Context: an optimization exercise on an open-source flow, tuned for a short achievable clock period and few clock cycles. The choices shown serve that exercise and are no tape-out recipe. The RTL was checked by simulation tests, not by an equivalence proof against the original design. Power and IR drop assume default switching activity.

### flow/flow/run.sh
#!/bin/bash
# Standard layout, except that the port buffers are buf_4 cells instead of the
# smallest buffer the resizer would pick. Every tool's output goes to a log here.
set -e
cp standard.sh standard_sh_copy.log
export BUFFER_PORTS_ARGS="-buffer_cell sky130_fd_sc_hd__buf_4"
bash standard.sh > standard_flow.log 2>&1
### flow/standard.sh
#!/bin/bash
# synth_recipe.tcl (not shown) runs the flow's synth.tcl, then flattens the netlist and writes it again
# the make line also repeats each setting of config.mk as NAME=value (left out here)
make -C /OpenROAD-flow-scripts/flow DESIGN_CONFIG=/design/flow/config.mk WORK_HOME=/design/flow/orfs CLKGATE_MAP_FILE= SYNTH_SCRIPT=/design/flow/synth_recipe.tcl "${@:-finish}"
### flow/constraint.sdc
create_clock -name core_clock -period 5.5 [get_ports {CLK}]
set_input_delay 1.1000 -clock core_clock [delete_from_list [all_inputs] [get_ports {CLK}]]
set_output_delay 1.1000 -clock core_clock [all_outputs]
set_load 0.01 [all_outputs]
### flow/config.mk
export PLATFORM = sky130hd
export DESIGN_NAME = pipeline_cpu
export DESIGN_NICKNAME = pipeline_cpu
export VERILOG_FILES = /design/flow/design.v
export SDC_FILE = /design/flow/constraint.sdc
export NUM_CORES = 4
export LEC_CHECK = 0
export CAP_MARGIN = 20
export CORE_MARGIN = 2
export CORE_UTILIZATION = 40
export SETUP_SLACK_MARGIN = 3.0
export SLEW_MARGIN = 20
export SYNTH_HIERARCHICAL = 1
### flow/design.v
package cpu_types_pkg;
  typedef logic [32-1:0] word_t;
  typedef logic [5-1:0] regbits_t;
  typedef enum logic [5:0] {
    RTYPE = 6'h00,
    J     = 6'h02,
    BEQ   = 6'h04,
    BNE   = 6'h05,
    ADDIU = 6'h09,
    ORI   = 6'h0d,
    LUI   = 6'h0f,
    LW    = 6'h23,
    SW    = 6'h2b,
    HALT  = 6'h3f
  } opcode_t;
  typedef enum logic [5:0] {
    ADDU = 6'h21,
    SUBU = 6'h23,
    AND  = 6'h24,
    OR   = 6'h25,
    SLT  = 6'h2a
  } funct_t;
  typedef enum logic [2:0] {
    ALU_ADD = 3'd0,
    ALU_SUB = 3'd1,
    ALU_AND = 3'd2,
    ALU_OR  = 3'd3,
    ALU_SLT = 3'd4,
    ALU_LUI = 3'd5
  } alu_op_t;
  typedef struct packed {
    logic     reg_wen;
    regbits_t dest;
    alu_op_t  alu_op;
    logic     alu_src_imm;
    logic     ext_sign;
    logic     mem_ren;
    logic     mem_wen;
    logic     beq;
    logic     bne;
    logic     jump;
    logic     halt;
  } ctrl_t;
  typedef struct packed {
    logic  valid;
    word_t instr;
    word_t pc_plus4;
  } fd_t;
  typedef struct packed {
    logic        valid;
    ctrl_t       ctrl;
    word_t       rdat1;
    word_t       rdat2;
    word_t       ext_imm;
    logic [25:0] jidx;
    word_t       pc_plus4;
  } de_t;
  typedef struct packed {
    logic  valid;
    ctrl_t ctrl;
    word_t alu_out;
    logic  zero;
    word_t store_data;
    word_t branch_target;
    word_t jump_target;
  } em_t;
  typedef struct packed {
    logic     valid;
    logic     reg_wen;
    regbits_t dest;
    word_t    wdat;
    logic     halt;
  } mw_t;
endpackage
module fetch_incr (
  input  logic [29:0] pc,
  output logic [29:0] pc4,
  output logic [23:0] hi_p1,
  output logic [23:0] hi_m1
);
  ks_inc #(.W(30))         u_pc4 (.x(pc), .s(pc4));
  ks_inc #(.W(24))         u_p1  (.x(pc[29:6]), .s(hi_p1));
  ks_inc #(.W(24), .DEC(1)) u_m1  (.x(pc[29:6]), .s(hi_m1));
endmodule
module fetch_next #(
  parameter int PART = 0
) (
  input  logic [29:0] pc,
  input  logic [29:0] pc4,
  input  logic [23:0] hi_p1,
  input  logic [23:0] hi_m1,
  input  logic [31:0] instr,
  input  logic        ihit,
  input  logic        stall,
  input  logic        halt,
  input  logic        mispredict,
  input  logic [29:0] alt,
  output logic [29:0] pc_next,
  output logic        redir
);
  logic [5:0]  op;
  logic        is_j, is_beq, is_bne, rseq, pred, short_off, adv;
  logic [7:0]  lo;
  logic [23:0] hi_sel;
  logic [29:0] btgt, jtgt;
  logic        s_j, s_b, s_seq, s_hold;
  logic [29:0] pc_own, pc_all;
  assign op        = instr[31:26];
  assign is_j      = (op == 6'h02);
  assign is_beq    = (op == 6'h04);
  assign is_bne    = (op == 6'h05);
  assign rseq      = (instr[25:21] == instr[20:16]);
  assign pred      = (is_beq & rseq) | (is_bne & ~rseq);
  assign short_off = (instr[15:5] == 11'h000) | (instr[15:5] == 11'h7ff);
  assign redir     = pred & short_off;
  ks_add #(.W(6), .CI(1)) u_lo (.x(pc[5:0]), .y(instr[5:0]), .cin(1'b1), .s(lo[6:1]),
                                 .cout(lo[7]));
  assign lo[0]   = 1'b0;
  assign hi_sel  = ({24{~instr[5] &  lo[7]}} & hi_p1) |
                   ({24{ instr[5] & ~lo[7]}} & hi_m1) |
                   ({24{~(instr[5] ^ lo[7])}} & pc[29:6]);
  assign btgt    = {hi_sel, lo[6:1]};
  assign jtgt    = {pc4[29:26], instr[25:0]};
  assign adv     = ihit & ~stall & ~halt;
  assign s_j     = adv & is_j;
  assign s_b     = adv & ~is_j & redir;
  assign s_seq   = adv & ~is_j & ~redir;
  assign s_hold  = ~adv;
  assign pc_own  = ({30{s_j}} & jtgt) | ({30{s_b}} & btgt) |
                   ({30{s_seq}} & pc4) | ({30{s_hold}} & pc);
  assign pc_all  = mispredict ? alt : pc_own;
  assign pc_next = PART ? {pc_all[29:8], 8'd0} : {22'd0, pc_all[7:0]};
endmodule
module decode_ctl (
  input  logic [31:0] instr,
  output logic        add,
  output logic        sub,
  output logic        and_op,
  output logic        or_op,
  output logic        subr,
  output logic        slt,
  output logic        load,
  output logic        store,
  output logic        beq,
  output logic        bne,
  output logic        halt,
  output logic        lui,
  output logic        wen,
  output logic [4:0]  dest,
  output logic        use_rs,
  output logic        use_rt,
  output logic        b_reg,
  output logic [15:0] bimm_lo,
  output logic [15:0] bimm_hi
);
  logic [5:0]  op, fn;
  logic [15:0] imm;
  logic        r, fn_ok, ori;
  assign op  = instr[31:26];
  assign fn  = instr[5:0];
  assign imm = instr[15:0];
  always_comb begin
    r      = (op == 6'h00);
    fn_ok  = r & (fn == 6'h21 || fn == 6'h23 || fn == 6'h24 || fn == 6'h25 || fn == 6'h2a);
    load   = (op == 6'h23);
    store  = (op == 6'h2b);
    beq    = (op == 6'h04);
    bne    = (op == 6'h05);
    halt   = (op == 6'h3f);
    lui    = (op == 6'h0f);
    ori    = (op == 6'h0d);
    slt    = r & (fn == 6'h2a);
    subr   = r & (fn == 6'h23);
    sub    = subr | slt;
    and_op = r & (fn == 6'h24);
    or_op  = (r & fn == 6'h25) | ori;
    add    = ~(sub | and_op | or_op);
    if (fn_ok) begin
      wen  = 1'b1;
      dest = instr[15:11];
    end else begin
      wen  = (op == 6'h09) | ori | lui | load;
      dest = instr[20:16];
    end
    if (dest == 5'd0) wen = 1'b0;
    b_reg  = r | beq | bne;
    use_rs = fn_ok | (op == 6'h09) | ori | load | store | beq | bne;
    use_rt = fn_ok | beq | bne;
    if (lui) begin
      bimm_lo = 16'h0000;
      bimm_hi = imm;
    end else begin
      bimm_lo = imm;
      bimm_hi = ori ? 16'h0000 : {16{imm[15]}};
    end
  end
endmodule
module exec_lo (
  input  logic [15:0] a,
  input  logic [15:0] b,
  input  logic        op_add,
  input  logic        op_sub,
  input  logic        op_and,
  input  logic        op_or,
  input  logic        a_fe,
  input  logic        b_fe,
  input  logic [15:0] a_oth,
  input  logic [15:0] b_oth,
  output logic [15:0] res,
  output logic        carry,
  output logic        eq,
  output logic [15:0] a_nx,
  output logic [15:0] b_nx
);
  logic [16:0] sum, dif;
  ks_add #(.W(16), .CI(0)) u_sum (.x(a), .y(b), .cin(1'b0), .s(sum[15:0]), .cout(sum[16]));
  ks_add #(.W(16), .CI(1)) u_dif (.x(a), .y(~b), .cin(1'b1), .s(dif[15:0]), .cout(dif[16]));
  assign carry = op_sub ? dif[16] : sum[16];
  assign res   = ({16{op_add}} & sum[15:0]) | ({16{op_sub}} & dif[15:0]) |
                 ({16{op_and}} & (a & b)) | ({16{op_or}} & (a | b));
  assign eq    = (a == b);
  assign a_nx  = a_fe ? res : a_oth;
  assign b_nx  = b_fe ? res : b_oth;
endmodule
module exec_hi (
  input  logic [15:0] a,
  input  logic [15:0] b,
  input  logic        cin,
  input  logic        op_add,
  input  logic        op_sub,
  input  logic        op_and,
  input  logic        op_or,
  input  logic        a_fe,
  input  logic        b_fe,
  input  logic [15:0] a_oth,
  input  logic [15:0] b_oth,
  output logic [15:0] res,
  output logic        lt,
  output logic        eq,
  output logic [15:0] a_nx,
  output logic [15:0] b_nx
);
  logic [15:0] sum, dif;
  logic sum_c, dif_c;
  ks_add #(.W(16)) u_sum (.x(a), .y(b), .cin, .s(sum), .cout(sum_c));
  ks_add #(.W(16)) u_dif (.x(a), .y(~b), .cin, .s(dif), .cout(dif_c));
  assign lt   = (a[15] ^ b[15]) ? a[15] : dif[15];
  assign res  = ({16{op_add}} & sum) | ({16{op_sub}} & dif) |
                ({16{op_and}} & (a & b)) | ({16{op_or}} & (a | b));
  assign eq   = (a == b);
  assign a_nx = a_fe ? res : a_oth;
  assign b_nx = b_fe ? res : b_oth;
endmodule
module ks_add #(
  parameter int W  = 16,
  parameter int CI = -1
) (
  input  logic [W-1:0] x,
  input  logic [W-1:0] y,
  input  logic         cin,
  output logic [W-1:0] s,
  output logic         cout
);
  localparam int N = W + 1;
  logic         c0;
  logic [N-1:0] xa, ya, g0, p0, g1, p1, g2, p2, g3, p3, g4, p4, g5, p5, sum;
  assign c0 = (CI == 0) ? 1'b0 : (CI == 1) ? 1'b1 : cin;
  assign xa = {x, c0};
  assign ya = {y, c0};
  assign g0 = xa & ya;
  assign p0 = xa ^ ya;
  genvar i;
  generate
    for (i = 0; i < N; i = i + 1) begin : g_ks
      if (i >= 1) begin : g_l1
        assign g1[i] = g0[i] | (p0[i] & g0[i-1]);
        assign p1[i] = p0[i] & p0[i-1];
      end else begin : g_l1p
        assign g1[i] = g0[i];
        assign p1[i] = p0[i];
      end
      if (i >= 2) begin : g_l2
        assign g2[i] = g1[i] | (p1[i] & g1[i-2]);
        assign p2[i] = p1[i] & p1[i-2];
      end else begin : g_l2p
        assign g2[i] = g1[i];
        assign p2[i] = p1[i];
      end
      if (i >= 4) begin : g_l3
        assign g3[i] = g2[i] | (p2[i] & g2[i-4]);
        assign p3[i] = p2[i] & p2[i-4];
      end else begin : g_l3p
        assign g3[i] = g2[i];
        assign p3[i] = p2[i];
      end
      if (i >= 8) begin : g_l4
        assign g4[i] = g3[i] | (p3[i] & g3[i-8]);
        assign p4[i] = p3[i] & p3[i-8];
      end else begin : g_l4p
        assign g4[i] = g3[i];
        assign p4[i] = p3[i];
      end
      if (i >= 16) begin : g_l5
        assign g5[i] = g4[i] | (p4[i] & g4[i-16]);
        assign p5[i] = p4[i] & p4[i-16];
      end else begin : g_l5p
        assign g5[i] = g4[i];
        assign p5[i] = p4[i];
      end
    end
  endgenerate
  assign sum  = p0 ^ {g5[N-2:0], 1'b0};
  assign s    = sum[N-1:1];
  assign cout = g5[N-1];
endmodule
module ks_inc #(
  parameter int W   = 30,
  parameter int DEC = 0
) (
  input  logic [W-1:0] x,
  output logic [W-1:0] s
);
  logic [W-1:0] p0, p1, p2, p3, p4, p5;
  assign p0 = DEC ? ~x : x;
  genvar i;
  generate
    for (i = 0; i < W; i = i + 1) begin : g_pre
      assign p1[i] = (i >= 1)  ? p0[i] & p0[(i >= 1)  ? i - 1  : 0] : p0[i];
      assign p2[i] = (i >= 2)  ? p1[i] & p1[(i >= 2)  ? i - 2  : 0] : p1[i];
      assign p3[i] = (i >= 4)  ? p2[i] & p2[(i >= 4)  ? i - 4  : 0] : p2[i];
      assign p4[i] = (i >= 8)  ? p3[i] & p3[(i >= 8)  ? i - 8  : 0] : p3[i];
      assign p5[i] = (i >= 16) ? p4[i] & p4[(i >= 16) ? i - 16 : 0] : p4[i];
    end
  endgenerate
  assign s = x ^ {p5[W-2:0], 1'b1};
endmodule
module pipeline_cpu #(
  parameter logic [32-1:0] PC_INIT = 32'h0000_0000
) (
  input  logic  CLK,
  input  logic  nRST,
  output logic  imem_ren,
  output logic [32-1:0] imem_addr,
  input  logic [32-1:0] imem_load,
  input  logic  ihit,
  output logic  dmem_ren,
  output logic  dmem_wen,
  output logic [32-1:0] dmem_addr,
  output logic [32-1:0] dmem_store,
  input  logic [32-1:0] dmem_load,
  input  logic  dhit,
  output logic  halt
);
  logic [29:0] pc;
  logic        fd_valid;
  logic [31:0] fd_instr;
  logic [29:0] fd_pc, fd_pc4;
  logic        fd_pred;
  logic        x1_valid;
  logic        x1_wen;
  logic [4:0]  x1_dest, x1_rs, x1_rt;
  logic        x1_add, x1_sub, x1_and, x1_or, x1_subr, x1_slt;
  logic        x1_load, x1_store, x1_beq, x1_bne, x1_pred, x1_halt;
  logic        x1_a_zero, x1_b_reg, x1_cand;
  logic [15:0] x1_a_lo, x1_b_lo, x1_bimm_hi;
  logic [29:0] x1_pc, x1_pc4;
  logic [15:0] x1_rs_rf, x1_rt_rf;
  logic [15:0] x1_imm;
  logic        x2_valid;
  logic        x2_wen;
  logic [4:0]  x2_dest, x2_rt;
  logic        x2_add, x2_sub, x2_and, x2_or, x2_slt;
  logic        x2_load, x2_store, x2_beq, x2_bne, x2_pred, x2_halt;
  logic [15:0] x2_a_hi, x2_b_hi, x2_res_lo;
  logic        x2_carry, x2_eq_lo;
  logic [29:0] x2_pc, x2_pc4;
  logic [15:0] x2_alt_lo;
  logic        x2_alt_c, x2_imm_s;
  logic        misp_r;
  logic [29:0] alt_r;
  logic        em_valid;
  logic        em_wen;
  logic [4:0]  em_dest;
  logic        em_load, em_store;
  logic [31:0] em_res;
  logic [31:0] em_sdata;
  logic [29:0] em_pc;
  logic        rp_r;
  logic [29:0] rp_pc;
  logic [31:0] regs [1:31];
  logic        m_miss;
  logic        halt_i;
  logic        redir_r, redir_any;
  logic [29:0] redir_pc;
  logic        early;
  logic        d_stall;
  logic        mispredict;
  logic [31:0] m_wdata;
  logic [29:0] pc4, pc_next;
  logic [23:0] pc_hi_p1, pc_hi_m1;
  logic        f_redir;
  logic        nren;
  assign imem_ren  = ~nren;
  assign imem_addr = {pc, 2'b00};
  fetch_incr u_incr (.pc, .pc4, .hi_p1(pc_hi_p1), .hi_m1(pc_hi_m1));
  logic [29:0] pc_next_lo, pc_next_hi;
  logic        f_redir_hi;
  fetch_next #(.PART(0)) u_next_lo (
    .pc, .pc4, .hi_p1(pc_hi_p1), .hi_m1(pc_hi_m1), .instr(imem_load), .ihit,
    .stall(d_stall), .halt(halt_i), .mispredict(redir_any), .alt(redir_pc),
    .pc_next(pc_next_lo), .redir(f_redir)
  );
  fetch_next #(.PART(1)) u_next_hi (
    .pc, .pc4, .hi_p1(pc_hi_p1), .hi_m1(pc_hi_m1), .instr(imem_load), .ihit,
    .stall(d_stall), .halt(halt_i), .mispredict(redir_any), .alt(redir_pc),
    .pc_next(pc_next_hi), .redir(f_redir_hi)
  );
  assign pc_next = {pc_next_hi[29:8], pc_next_lo[7:0]};
  assign redir_r   = rp_r | misp_r;
  assign redir_any = redir_r | early;
  assign redir_pc  = rp_r ? rp_pc : misp_r ? alt_r : x1_pc4;
  always_ff @(posedge CLK or negedge nRST) begin
    if (!nRST) begin
      pc <= PC_INIT[31:2];
    end else begin
      pc <= pc_next;
    end
  end
  always_ff @(posedge CLK or negedge nRST) begin
    if (!nRST) begin
      fd_valid <= 1'b0;
    end else begin
      if (redir_any || m_miss) fd_valid <= 1'b0;
      else if (!d_stall) fd_valid <= ihit & ~halt_i;
    end
  end
  logic        f_add, f_sub, f_and, f_or, f_subr, f_slt, f_load, f_store, f_beq, f_bne;
  logic        f_halt, f_lui, f_wen, f_use_rs, f_use_rt, f_b_reg;
  logic [4:0]  f_dest;
  logic [15:0] f_bimm_lo, f_bimm_hi;
  logic        fd_add, fd_sub, fd_and, fd_or, fd_subr, fd_slt, fd_load, fd_store, fd_beq;
  logic        fd_bne, fd_halt, fd_lui, fd_wen, fd_use_rs, fd_use_rt, fd_b_reg;
  logic [4:0]  fd_dest;
  logic [15:0] fd_bimm_lo, fd_bimm_hi;
  decode_ctl u_dec (
    .instr(imem_load), .add(f_add), .sub(f_sub), .and_op(f_and), .or_op(f_or),
    .subr(f_subr), .slt(f_slt), .load(f_load), .store(f_store), .beq(f_beq), .bne(f_bne),
    .halt(f_halt), .lui(f_lui), .wen(f_wen), .dest(f_dest), .use_rs(f_use_rs),
    .use_rt(f_use_rt), .b_reg(f_b_reg), .bimm_lo(f_bimm_lo), .bimm_hi(f_bimm_hi)
  );
  always_ff @(posedge CLK) begin
    if (!d_stall) begin
      fd_add     <= f_add;
      fd_sub     <= f_sub;
      fd_and     <= f_and;
      fd_or      <= f_or;
      fd_subr    <= f_subr;
      fd_slt     <= f_slt;
      fd_load    <= f_load;
      fd_store   <= f_store;
      fd_beq     <= f_beq;
      fd_bne     <= f_bne;
      fd_halt    <= f_halt;
      fd_lui     <= f_lui;
      fd_wen     <= f_wen;
      fd_dest    <= f_dest;
      fd_use_rs  <= f_use_rs;
      fd_use_rt  <= f_use_rt;
      fd_b_reg   <= f_b_reg;
      fd_bimm_lo <= f_bimm_lo;
      fd_bimm_hi <= f_bimm_hi;
    end
  end
  always_ff @(posedge CLK) begin
    if (!d_stall) begin
      fd_instr <= imem_load;
      fd_pc    <= pc;
      fd_pc4   <= pc4;
      fd_pred  <= f_redir;
    end
  end
  logic [4:0]  rs, rt;
  logic [15:0] imm;
  logic        d_add, d_sub, d_and, d_or, d_subr, d_slt;
  logic        d_wen;
  logic [4:0]  d_dest;
  logic        d_use_rs, d_use_rt;
  logic        d_load, d_store, d_beq, d_bne, d_halt, d_lui;
  logic        d_b_reg;
  logic [15:0] d_bimm_lo, d_bimm_hi;
  assign rs  = fd_instr[25:21];
  assign rt  = fd_instr[20:16];
  assign imm = fd_instr[15:0];
  assign d_add     = fd_add;
  assign d_sub     = fd_sub;
  assign d_and     = fd_and;
  assign d_or      = fd_or;
  assign d_subr    = fd_subr;
  assign d_slt     = fd_slt;
  assign d_load    = fd_load;
  assign d_store   = fd_store;
  assign d_beq     = fd_beq;
  assign d_bne     = fd_bne;
  assign d_halt    = fd_halt;
  assign d_lui     = fd_lui;
  assign d_wen     = fd_wen;
  assign d_dest    = fd_dest;
  assign d_use_rs  = fd_use_rs;
  assign d_use_rt  = fd_use_rt;
  assign d_b_reg   = fd_b_reg;
  assign d_bimm_lo = fd_bimm_lo;
  assign d_bimm_hi = fd_bimm_hi;
  logic        e1_rs, e1_rt, e2_rs, e2_rt, e3_rs, e3_rt;
  logic [15:0] x2_lo_val, d_rs_lo, d_rt_lo, d_a_oth, d_b_oth;
  logic        d_a_fe, d_b_fe;
  logic [15:0] x1_res, x1_a_nx, x1_b_nx;
  logic        x1_carry, x1_eq;
  logic        x2_lt;
  logic        m1_rs, m1_rt, m2_rs, m2_rt, m3_rs, m3_rt, m4_rs, m4_rt;
  logic [4:0]  f_rs, f_rt;
  assign f_rs = imem_load[25:21];
  assign f_rt = imem_load[20:16];
  always_ff @(posedge CLK) begin
    m1_rs <= ~d_stall & d_wen & (d_dest == f_rs);
    m1_rt <= ~d_stall & d_wen & (d_dest == f_rt);
    m2_rs <= d_stall ? x1_wen & (x1_dest == rs) : x1_wen & (x1_dest == f_rs);
    m2_rt <= d_stall ? x1_wen & (x1_dest == rt) : x1_wen & (x1_dest == f_rt);
    m3_rs <= d_stall ? x2_wen & (x2_dest == rs) : x2_wen & (x2_dest == f_rs);
    m3_rt <= d_stall ? x2_wen & (x2_dest == rt) : x2_wen & (x2_dest == f_rt);
    m4_rs <= d_stall ? em_wen & (em_dest == rs) : em_wen & (em_dest == f_rs);
    m4_rt <= d_stall ? em_wen & (em_dest == rt) : em_wen & (em_dest == f_rt);
  end
  logic [15:0] fd_rs_lo, fd_rt_lo;
  logic [15:0] f_rs_rf, f_rt_rf, d_rs_rf, d_rt_rf;
  assign f_rs_rf = (f_rs == 5'd0) ? 16'd0 : regs[f_rs][15:0];
  assign f_rt_rf = (f_rt == 5'd0) ? 16'd0 : regs[f_rt][15:0];
  assign d_rs_rf = (rs == 5'd0) ? 16'd0 : regs[rs][15:0];
  assign d_rt_rf = (rt == 5'd0) ? 16'd0 : regs[rt][15:0];
  always_ff @(posedge CLK) begin
    fd_rs_lo <= d_stall ? d_rs_rf : f_rs_rf;
    fd_rt_lo <= d_stall ? d_rt_rf : f_rt_rf;
  end
  logic        wb_valid;
  logic [4:0]  wb_dest;
  logic [15:0] wb_lo, wb_hi;
  always_ff @(posedge CLK or negedge nRST) begin
    if (!nRST) begin
      wb_valid <= 1'b0;
    end else begin
      wb_valid <= em_valid & em_wen & ~(em_load & ~dhit);
    end
  end
  always_ff @(posedge CLK) begin
    wb_dest <= em_dest;
    wb_lo   <= m_wdata[15:0];
    wb_hi   <= m_wdata[31:16];
  end
  assign e1_rs = x1_valid & m1_rs;
  assign e1_rt = x1_valid & m1_rt;
  assign e2_rs = x2_valid & m2_rs;
  assign e2_rt = x2_valid & m2_rt;
  assign e3_rs = em_valid & m3_rs;
  assign e3_rt = em_valid & m3_rt;
  assign x2_lo_val = x2_slt ? {15'd0, x2_lt} : x2_res_lo;
  assign d_rs_lo = e2_rs ? x2_res_lo : e3_rs ? m_wdata[15:0] :
                   (wb_valid & m4_rs) ? wb_lo : fd_rs_lo;
  assign d_rt_lo = e2_rt ? x2_res_lo : e3_rt ? m_wdata[15:0] :
                   (wb_valid & m4_rt) ? wb_lo : fd_rt_lo;
  assign d_a_oth = d_lui ? 16'd0 : d_rs_lo;
  assign d_a_fe  = e1_rs & ~d_lui;
  assign d_b_oth = d_b_reg ? d_rt_lo : d_bimm_lo;
  assign d_b_fe  = e1_rt & d_b_reg;
  assign d_stall = fd_valid &
                   ((d_use_rs & ((e1_rs & (x1_load | x1_slt)) | (e2_rs & (x2_load | x2_slt)))) |
                    (d_use_rt & ((e1_rt & (x1_load | x1_slt)) | (e2_rt & (x2_load | x2_slt)))));
  always_ff @(posedge CLK or negedge nRST) begin
    if (!nRST) begin
      x1_valid <= 1'b0;
    end else begin
      x1_valid <= fd_valid & ~d_stall & ~redir_any & ~m_miss;
    end
  end
  always_ff @(posedge CLK) begin
    begin
      x1_wen     <= d_wen;
      x1_dest    <= d_dest;
      x1_rs      <= rs;
      x1_rs_rf   <= (rs == 5'd0) ? 16'd0 : regs[rs][31:16];
      x1_rt_rf   <= (rt == 5'd0) ? 16'd0 : regs[rt][31:16];
      x1_rt      <= rt;
      x1_add     <= d_add;
      x1_sub     <= d_sub;
      x1_and     <= d_and;
      x1_or      <= d_or;
      x1_subr    <= d_subr;
      x1_slt     <= d_slt;
      x1_load    <= d_load;
      x1_store   <= d_store;
      x1_beq     <= d_beq;
      x1_bne     <= d_bne;
      x1_pred    <= fd_pred;
      x1_cand    <= fd_pred & d_bne & (rt == 5'd0);
      x1_halt    <= d_halt;
      x1_a_zero  <= d_lui;
      x1_b_reg   <= d_b_reg;
      x1_a_lo    <= x1_a_nx;
      x1_b_lo    <= x1_b_nx;
      x1_bimm_hi <= d_bimm_hi;
      x1_pc      <= fd_pc;
      x1_pc4     <= fd_pc4;
      x1_imm     <= imm;
    end
  end
  exec_lo u_lo (
    .a(x1_a_lo), .b(x1_b_lo), .op_add(x1_add), .op_sub(x1_sub), .op_and(x1_and),
    .op_or(x1_or), .a_fe(d_a_fe), .b_fe(d_b_fe), .a_oth(d_a_oth), .b_oth(d_b_oth),
    .res(x1_res), .carry(x1_carry), .eq(x1_eq), .a_nx(x1_a_nx), .b_nx(x1_b_nx)
  );
  logic [16:0] x1_alt_lo;
  assign x1_alt_lo = {1'b0, x1_pc4[15:0]} + {1'b0, x1_imm};
  assign early = x1_valid & ~redir_r & x1_cand & (x1_a_lo == 16'd0);
  logic        h2_rs, h2_rt, h3_rs, h3_rt;
  logic [15:0] x1_rs_hi, x1_rt_hi, x1_a_hoth, x1_b_hoth;
  logic        x1_a_hfe, x1_b_hfe;
  logic [15:0] x2_res_hi, x2_a_nx, x2_b_nx;
  logic        x2_eq_hi;
  assign h2_rs = x2_valid & x2_wen & (x2_dest == x1_rs);
  assign h2_rt = x2_valid & x2_wen & (x2_dest == x1_rt);
  assign h3_rs = em_valid & em_wen & (em_dest == x1_rs);
  assign h3_rt = em_valid & em_wen & (em_dest == x1_rt);
  assign x1_rs_hi  = h3_rs ? m_wdata[31:16] : (wb_valid & (wb_dest == x1_rs)) ? wb_hi : x1_rs_rf;
  assign x1_rt_hi  = h3_rt ? m_wdata[31:16] : (wb_valid & (wb_dest == x1_rt)) ? wb_hi : x1_rt_rf;
  assign x1_a_hoth = x1_a_zero ? 16'd0 : x1_rs_hi;
  assign x1_a_hfe  = h2_rs & ~x1_a_zero;
  assign x1_b_hoth = x1_b_reg ? x1_rt_hi : x1_bimm_hi;
  assign x1_b_hfe  = h2_rt & x1_b_reg;
  always_ff @(posedge CLK or negedge nRST) begin
    if (!nRST) begin
      x2_valid <= 1'b0;
    end else begin
      x2_valid <= x1_valid & ~redir_r & ~m_miss;
    end
  end
  always_ff @(posedge CLK) begin
    begin
      x2_wen    <= x1_wen;
      x2_dest   <= x1_dest;
      x2_rt     <= x1_rt;
      x2_add    <= x1_add;
      x2_sub    <= x1_subr;
      x2_and    <= x1_and;
      x2_or     <= x1_or;
      x2_slt    <= x1_slt;
      x2_load   <= x1_load;
      x2_store  <= x1_store;
      x2_beq    <= x1_beq;
      x2_bne    <= x1_bne;
      x2_pred   <= x1_pred & ~early;
      x2_halt   <= x1_halt;
      x2_a_hi   <= x2_a_nx;
      x2_b_hi   <= x2_b_nx;
      x2_res_lo <= x1_res;
      x2_carry  <= x1_carry;
      x2_eq_lo  <= x1_eq;
      x2_pc     <= x1_pc;
      x2_pc4    <= x1_pc4;
      x2_alt_lo <= x1_alt_lo[15:0];
      x2_alt_c  <= x1_alt_lo[16];
      x2_imm_s  <= x1_imm[15];
    end
  end
  exec_hi u_hi (
    .a(x2_a_hi), .b(x2_b_hi), .cin(x2_carry), .op_add(x2_add), .op_sub(x2_sub),
    .op_and(x2_and), .op_or(x2_or), .a_fe(x1_a_hfe), .b_fe(x1_b_hfe),
    .a_oth(x1_a_hoth), .b_oth(x1_b_hoth), .res(x2_res_hi), .lt(x2_lt), .eq(x2_eq_hi),
    .a_nx(x2_a_nx), .b_nx(x2_b_nx)
  );
  logic        x2_taken;
  logic [13:0] x2_hi, x2_hi_p1, x2_hi_m1, x2_alt_hi;
  logic [29:0] x2_alt;
  assign x2_taken   = x2_beq ? (x2_eq_lo & x2_eq_hi) : ~(x2_eq_lo & x2_eq_hi);
  assign mispredict = x2_valid & ~redir_r & (x2_beq | x2_bne) & (x2_taken ^ x2_pred);
  assign x2_hi     = x2_pc4[29:16];
  assign x2_hi_p1  = x2_hi + 14'd1;
  assign x2_hi_m1  = x2_hi - 14'd1;
  assign x2_alt_hi = ({14{~x2_imm_s &  x2_alt_c}} & x2_hi_p1) |
                     ({14{ x2_imm_s & ~x2_alt_c}} & x2_hi_m1) |
                     ({14{~(x2_imm_s ^ x2_alt_c)}} & x2_hi);
  assign x2_alt    = x2_pred ? x2_pc4 : {x2_alt_hi, x2_alt_lo};
  always_ff @(posedge CLK or negedge nRST) begin
    if (!nRST) begin
      misp_r <= 1'b0;
    end else begin
      misp_r <= mispredict & ~m_miss;
    end
  end
  always_ff @(posedge CLK) begin
    alt_r <= x2_alt;
  end
  logic        s3_rt;
  logic [31:0] x2_sdata;
  assign s3_rt    = em_valid & em_wen & (em_dest == x2_rt);
  assign x2_sdata = s3_rt ? m_wdata : (x2_rt == 5'd0) ? 32'd0 : regs[x2_rt];
  always_ff @(posedge CLK or negedge nRST) begin
    if (!nRST) begin
      em_valid <= 1'b0;
    end else begin
      em_valid <= x2_valid & ~redir_r & ~m_miss;
    end
  end
  always_ff @(posedge CLK) begin
    begin
      em_wen   <= x2_wen;
      em_dest  <= x2_dest;
      em_load  <= x2_load;
      em_store <= x2_store;
      em_res   <= {x2_res_hi, x2_lo_val};
      em_sdata <= x2_sdata;
      em_pc    <= x2_pc;
    end
  end
  assign dmem_addr  = em_res;
  assign dmem_store = em_sdata;
  always_ff @(posedge CLK or negedge nRST) begin
    if (!nRST) begin
      dmem_ren <= 1'b0;
      dmem_wen <= 1'b0;
    end else begin
      dmem_ren <= x2_valid & ~redir_r & ~m_miss & x2_load & ~halt_i;
      dmem_wen <= x2_valid & ~redir_r & ~m_miss & x2_store & ~halt_i;
    end
  end
  assign m_miss     = (dmem_ren | dmem_wen) & ~dhit;
  assign m_wdata    = em_load ? dmem_load : em_res;
  always_ff @(posedge CLK) begin
    if (em_valid && em_wen && !(em_load && !dhit)) regs[em_dest] <= m_wdata;
  end
  always_ff @(posedge CLK or negedge nRST) begin
    if (!nRST) begin
      rp_r <= 1'b0;
    end else begin
      rp_r <= m_miss;
    end
  end
  always_ff @(posedge CLK) begin
    rp_pc <= em_pc;
  end
  logic halt_set;
  assign halt_set = x2_valid & ~redir_r & x2_halt & ~m_miss;
  always_ff @(posedge CLK or negedge nRST) begin
    if (!nRST) begin
      halt   <= 1'b0;
      halt_i <= 1'b0;
      nren   <= 1'b0;
    end else begin
      halt   <= halt | halt_set;
      halt_i <= halt_i | halt_set;
      nren   <= nren | halt_set;
    end
  end
endmodule
==> results.yml <==
run_status:
  status: "timing/DRC/antenna clean"
grt:
  grt_pass1_vias: 68952
  antenna_found_initial: 21
  overflow: 0
  grt_pass1_wl_um: 508800
  grt_max_degree: 81
  track_usage_pct: 28.73
layout:
  largest_register_ffs: 992
  largest-register: "regs"
  fillers: 20202
  nNetsFinal: 7536
  fin_cells: 10657
  largestRegisters: "regs: 992 flops, em_res: 32 flops, em_sdata: 32 flops"
  area_growth_pct: 19.83
  design_area_um2: 116100
  drive_gt1_share_pct: 34.88
floorplan:
  die_w_um: 496.1
  core_um2: 240800
  start_util_pct: 40.24
  design.die.area_um2: 246100
  die_y_um: 496.1
  fp-row-count: 180
  ios: 168
cts:
  cts.sinks: 1759
  htree_num_levels: 4
  cts.clk_slew.worst_paths_ns: 0.06
  clk_path_buf_depth: 3
  cts_tree: "built"
  cts_buffers: 188
  cts_root_buffer: "clkbuf_16"
  clkLatencyLatePin_ns: 0.89
sta:
  hold_viol: 0
  fin_ws_ns: 2.609
  finalSetupViolations: 0
  worstMarginPinSlew_ns: 1.051
  min_period_over_period_pct: 52.56
  fmax_mhz: 346.0
  rsz0062_at_grt: "true"
  slew_violations: 0
  final.setup.tns_ns: 0
  post-route-min-period_ns: 2.891
  maxSlewHeadroom_pct: 29.93
  clock_skew_ns: 0.07456
synthesis:
  syn_inst: 6859
  syn_area_per_cell_um2: 14.12
  yosys_warnings: 8
  syn-cell-area_um2: 96870
placement:
  preCtsSetupSlack_ns: 1.641
  dp.final_hpwl_um: 221700
  gp_congestion: 0.9120
  place_area_um2: 101800
  place.port_buffers: 165
  dp.cells: 9857
worst_setup_path:
  cp_data_arrival_time_ns: 3.58
  crit_type: "reg -> reg"
  critPathMaxFanout: 5
  cp-start-kind: "flop"
  cp.required_ns: 6.19
  end_kind: "flop"
drt:
  drt_iter0_markers: 11101
  vias_per_cell: 6.753
  drc_errors: 0
  routed_wl_um: 370200
  wl_per_cell_um: 34.73
  num_vias: 71967
  postRouteAntennaNets: 0
  drt_pre_antenna_iters: 10
power_and_ir_drop:
  ir_drop_v: 0.0004592
  cellLeakagePower_nw: 41.17
  pwr_density_cell_nw_per_um2: 316.7
hold_path:
  hold_class: "in -> async"
run:
  cap_violations: 0
-- power breakdown --
group	leakage [nW]	switching (W)	internal [W]
clock	3.17	0.00580	0.00764
combinational	22.1	0.00435	0.00272
sequential	15.9	0.000635	0.0156
total	41.2	0.0108	0.0260
-- final timing paths --
kind	start	endpoint	cells after the start	slack [ns]
worst min-delay path	nRST	halt	1	0.27
min in group core_clock	x1_pc[3]	x2_pc[3]	0	0.28
worst min register to register	x1_pc[3]	x2_pc[3]	0	0.28
worst max register to register	flop	x1_rt_rf[1]	10	2.61
max in group asynchronous	nRST	pc[25]	1	4.61
worst max-delay path	flop	x1_rt_rf[1]	10	2.61
-- metrics by stage --
stage               util (%)  hold slack (ns)  total power [W]
floorplan                  -           0.3096          0.01997
global placement       42.28           0.3095          0.02249
detailed placement     42.30           0.3121          0.02256
CTS                    47.04           0.2449          0.03638
global route           48.21           0.2892          0.03774
finish                 48.22           0.2716          0.03676
-- cells in the final DEF (no fill, tap or decap), types with 34 or more instances in the layout --
| master | n |
|---|---|
| clkbuf_1 | 36 |
| a22oi_1 | 63 |
| mux4_2 | 1003 |
| nor3_1 | 38 |
| buf_12 | 113 |
| o211ai_1 | 65 |
| nand2_1 | 299 |
| a41oi_1 | 62 |
| buf_16 | 41 |
| a211oi_1 | 130 |
| inv_1 | 126 |
| buf_4 | 459 |
| dfxtp_4 | 34 |
| clkinv_2 | 44 |
| nand2b_1 | 68 |
| nand4_1 | 39 |
| clkbuf_16 | 222 |
| a221oi_1 | 48 |
| dfxtp_1 | 508 |
| buf_6 | 110 |
| a21oi_1 | 280 |
| a21o_1 | 44 |
| ha_1 | 140 |
| nor2_4 | 39 |
| a311oi_1 | 34 |
| edfxtp_1 | 1132 |
| mux2i_1 | 373 |
| mux2_2 | 44 |
| xnor2_1 | 137 |
| nor2_1 | 434 |
| nor2b_1 | 46 |
| o21ai_0 | 99 |
| nand3_1 | 191 |
| xor2_1 | 90 |
| dfxtp_2 | 43 |
-- critical path, stage by stage, from the launching register on --
cell and delay [ns]:
dfxtp_4 0.46, buf_6 0.15, buf_8 0.10, buf_12 0.11, buf_16 0.14, buf_12 0.11
buf_12 0.10, mux4_2 0.53, mux4_2 0.54, mux2i_4 0.38, nor2_1 0.08
-- routing by layer --
metal,vias to the layer above,GRT usage (%),share of wire [%]
met1,36552,37.45,37
met5,-,0.4440,0.071
met4,22,14.45,5.9
li1,28634,-,-
met3,1145,9.980,14
met2,5614,42.45,44
-- layout make-up --
type / instances / area [um^2] / share of cell area, %
clock inverter: 117 / 1401 / 1.207
clock buffer: 239 / 5102 / 4.395
timing repair buffer: 769 / 9125 / 7.861
antenna: 12 / 30.03 / 0.02587
multi-input combinational: 4424 / 48820 / 42.05
sequential: 1759 / 47020 / 40.50
timing repair inverter: 1 / 8.758 / 0.007545
tap: 3185 / 3985 / 3.433
inverter: 151 / 596.8 / 0.5141
-- repair_timing --
item | CTS | global route
pin swaps | 56 | 85
hold buffers | 0 | 0
gates resized for setup | 435 | 226
gates cloned | 25 | 30
buffers inserted | 254 | 123
setup endpoints to repair | 1257 | 491
Testbench counts, summed over its fixed seeds: cycles 68,003.

static timing again, ports no longer ideal:
Ports are ideal in the flow. The routed layout listed here was re-timed in OpenROAD. Step 1: set_driving_cell puts a clkbuf_16 on CLK and a buf_2 on each other input, an assumption about the parent block. Step 2 moves the port delays by t, midway between the first and last clock arrival at a register: inputs arrive t later, outputs are due t later. That takes back most of the time a late clock gives input paths. Three values: no drivers, after step 1, after step 2; two values: the first two.
t, ns: 0.945
setup slack, ns: 2.609 / 2.609 / 1.867
worst setup path after step 2: input to register
After both steps setup and hold are still met in this run. For this run, drivers alone change the setup slack by 0.000 ns; drivers and shift together by -0.742 ns.
